This design comes from an exercise in tuning for small area and few clock cycles on the open sky130 flow, not from production work. Function was checked by simulation only, so behaviour that the tests miss may differ from the original. The flow treats the clock pin as an ideal source, which a real chip does not have. Power figures rest on the tool's default switching activity, not on a simulated workload.

run A:
// image_header_size_probe
module image_header_size_probe #(
   parameter int unsigned POSITION_BITS = 16
) (
   input  logic        clock,
   input  logic        reset,
   input  logic        req_tvalid,
   output logic        req_tready,
   input  logic [7:0]  req_tdata,    
   input  logic        req_tlast,
   output logic        rsp_tvalid,
   input  logic        rsp_tready,
   output logic [63:0] rsp_tdata,    
   output logic [7:0]  rsp_tuser     
);
Size in the first run: about 480 cells after synthesis, about 140 flip-flops, ~87 I/O pins, ~0.0056 mm^2 of cells after synthesis.
==> flow/config.mk <==
export PLATFORM = sky130hd
export DESIGN_NAME = image_header_size_probe
export DESIGN_NICKNAME = image_header_size_probe
export VERILOG_FILES = /design/flow/design.v
export SDC_FILE = /design/flow/constraint.sdc
export NUM_CORES = 4
export LEC_CHECK = 0
export CAP_MARGIN = 20
export CORE_MARGIN = 2
export CORE_UTILIZATION = 70
export PLACE_DENSITY = 0.8
export SLEW_MARGIN = 20
==> flow/constraint.sdc <==
create_clock -name core_clock -period 12.0 [get_ports {clock}]
set_input_delay 2.4000 -clock core_clock [delete_from_list [all_inputs] [get_ports {clock}]]
set_output_delay 2.4000 -clock core_clock [all_outputs]
set_load 0.01 [all_outputs]
standard.sh (not shown) runs the stock make flow with config.mk's settings and CLKGATE_MAP_FILE= SYNTH_SCRIPT=/design/flow/synth_recipe.tcl, a recipe that flattens the netlist after the stock synthesis.
==> flow/flow/run.sh <==
#!/bin/bash
# Layout flow: the standard layout (standard.sh) with three changes.
#  - Synthesis is the standard flow's script, except that ABC maps the logic with an
#    area-oriented script (flow/abc_area.script). Flip-flops are mapped before
#    ABC runs, so the registers are the standard synthesis's, by name and cell.
#  - Each port gets the smallest buffer (buf_1) instead of clkdlybuf4s50_1.
#  - Clock tree synthesis uses clkbuf_8 and inserts no dummy loads; then each
#    clock buffer is sized down as far as the clock pins' slew allows
#    (flow/clk_size.tcl, run as ORFS's POST_CTS_TCL hook).
# Every tool writes its full log under orfs/logs/; make's output goes to standard.log.
set -euo pipefail
HERE=$(pwd)
sed "s#log_cmd abc {\*}\$abc_args#set abc_args [lreplace \$abc_args 1 1 $HERE/flow/abc_area.script]\n  log_cmd abc {*}\$abc_args#" \
  "$FLOW_HOME/scripts/synth.tcl" > "$HERE/area_synth.tcl"
grep -q "abc_area.script" "$HERE/area_synth.tcl"
sed "s#source \$::env(SCRIPTS_DIR)/synth.tcl#source $HERE/area_synth.tcl#" \
  "$HERE/synth_recipe.tcl" > "$HERE/area_synth_recipe.tcl"
grep -q "area_synth.tcl" "$HERE/area_synth_recipe.tcl"
bash standard.sh \
  "SYNTH_SCRIPT=$HERE/area_synth_recipe.tcl" \
  "BUFFER_PORTS_ARGS=-buffer_cell sky130_fd_sc_hd__buf_1" \
  "CTS_ARGS=-sink_clustering_enable -repair_clock_nets -dont_use_dummy_load -buf_list sky130_fd_sc_hd__clkbuf_8" \
  "POST_CTS_TCL=$HERE/flow/clk_size.tcl" \
  finish > standard.log 2>&1
==> flow/flow/clk_size.tcl <==
# POST_CTS hook: size each clock buffer to the smallest clkbuf that keeps every
# flip-flop clock pin's estimated slew under a margin (leaves first, then the
# buffers driving them), then legalize the placement again.
set clk_slew_limit 0.112
set clk_sizes {sky130_fd_sc_hd__clkbuf_2 sky130_fd_sc_hd__clkbuf_4 sky130_fd_sc_hd__clkbuf_8 sky130_fd_sc_hd__clkbuf_16}

proc clk_ff_worst_slew { } {
  set worst 0.0
  foreach p [get_pins -hierarchical */CLK] {
    set s [get_property $p slew_max]
    if { $s > $worst } { set worst $s }
  }
  return $worst
}

proc clk_sink_worst_slew { inst } {
  set worst 0.0
  foreach opin [get_pins -of_objects $inst -filter "direction == output"] {
    foreach p [get_pins -of_objects [get_nets -of_objects $opin] -filter "direction == input"] {
      set s [get_property $p slew_max]
      if { $s > $worst } { set worst $s }
    }
  }
  return $worst
}

estimate_parasitics -placement
set leaves {}
set roots {}
foreach inst [get_cells *] {
  if { ![string match "sky130_fd_sc_hd__clkbuf_*" [get_property $inst ref_name]] } { continue }
  set drives_ff 0
  foreach opin [get_pins -of_objects $inst -filter "direction == output"] {
    foreach p [get_pins -of_objects [get_nets -of_objects $opin] -filter "direction == input"] {
      if { [get_property $p name] == "CLK" } { set drives_ff 1 }
    }
  }
  if { $drives_ff } { lappend leaves $inst } else { lappend roots $inst }
}
puts "clock sizing: [llength $leaves] leaf and [llength $roots] other clock buffers, before: worst clock pin slew [format %.1f [expr [clk_ff_worst_slew] * 1000]] ps"
foreach inst $leaves {
  foreach m $clk_sizes {
    replace_cell $inst $m
    if { [clk_sink_worst_slew $inst] < $clk_slew_limit } { break }
  }
}
foreach inst $roots {
  foreach m $clk_sizes {
    replace_cell $inst $m
    if { [clk_ff_worst_slew] < $clk_slew_limit && [clk_sink_worst_slew $inst] < 0.2 } { break }
  }
}
# any clock pin still over the margin: upsize its leaf buffer
foreach inst $leaves {
  set i [lsearch $clk_sizes [get_property $inst ref_name]]
  while { [clk_sink_worst_slew $inst] >= $clk_slew_limit && $i < [llength $clk_sizes] - 1 } {
    incr i
    replace_cell $inst [lindex $clk_sizes $i]
  }
}
foreach inst [concat $roots $leaves] {
  puts "clock buffer [get_full_name $inst]: [get_property $inst ref_name], sink slew [format %.1f [expr [clk_sink_worst_slew $inst] * 1000]] ps"
}
puts "clock sizing: after: worst clock pin slew [format %.1f [expr [clk_ff_worst_slew] * 1000]] ps"
detailed_placement
check_placement -verbose
Other scripts of this flow, unchanged in this note and not shown: flow/flow/abc_area.script
Testbench counts of run A, summed over its fixed seeds: cycles 113,726.
## Diff of input files: run B against run A
Settings: a change of CORE_UTILIZATION from 70 to 60; a change of PLACE_DENSITY from 0.8 to 0.7.
--- a/flow/flow/clk_size.tcl
+++ b/flow/flow/clk_size.tcl
@@ -2,5 +2,5 @@
 # flip-flop clock pin's estimated slew under a margin (leaves first, then the
 # buffers driving them), then legalize the placement again.
-set clk_slew_limit 0.112
+set clk_slew_limit 0.095
 set clk_sizes {sky130_fd_sc_hd__clkbuf_2 sky130_fd_sc_hd__clkbuf_4 sky130_fd_sc_hd__clkbuf_8 sky130_fd_sc_hd__clkbuf_16}
 
### Flow results
- Run B vs. run A: layout overhead on the synthesized area went up by 0.93 points; total routed wirelength went down by 150 um; non-clock buffer count went up by about 1.1%.
- Run A -> run B: mean instance size in the synthesized netlist delta 0, exact match
- Summary of run B over run A: relative slew slack increased by 4.0 points relative to the old numbers, number of cells on the worst hold path saw little to no change, sequential share of layout area has decreased, routed length per instance shows a reduction of about 2.6%.
- Compared with run A, run B is the more power-hungry design.
- Run A → run B: fraction of the mapped netlist area in simple logic gates held; highest clock frequency the design can meet held.
--- input diff run B..run C ---
Settings: PLACE_DENSITY now 0.8, was 0.7; CORE_UTILIZATION now 70, was 60.
==> comparison <==
Compared run B against run C; share of the cycle needed by the critical path after routing within noise. Setup-violating endpoint count in the final report: run C vs run B identical. NOTE: maximum vdd drop in run C exceeds that of run B.

[re-timing with driven ports]
No port has a modelled driver above. Below, the same layouts with a new extraction and two added sets of constraints. Step 1 (the two cells are an assumption about what drives the block):
set clk [get_ports {clock}]
set_driving_cell -lib_cell sky130_fd_sc_hd__clkbuf_16 $clk
set_driving_cell -lib_cell sky130_fd_sc_hd__buf_2 [delete_from_list [all_inputs] $clk]
Step 2 also shifts input and output timing later by t, the mid clock arrival at the registers, as if the neighbouring blocks saw the same clock. a / b / c = ideal ports / drivers / drivers and shift; a / b = the first two.
| run | shift t [ns] | slack for setup (ns) | worst setup path after step 2 |
|---|---|---|---|
| run A | 0.543 | 6.710 / 6.690 / 6.690 | input to output |
| run B | 0.565 | 6.710 / 6.686 / 6.686 | input to output |
| run C | 0.553 | 6.710 / 6.690 / 6.690 | input to output |
After both steps setup and hold are still met in every run listed. The setup slack of run B, which loses most, moves by -0.024 ns with the drivers and by -0.024 ns with both steps.
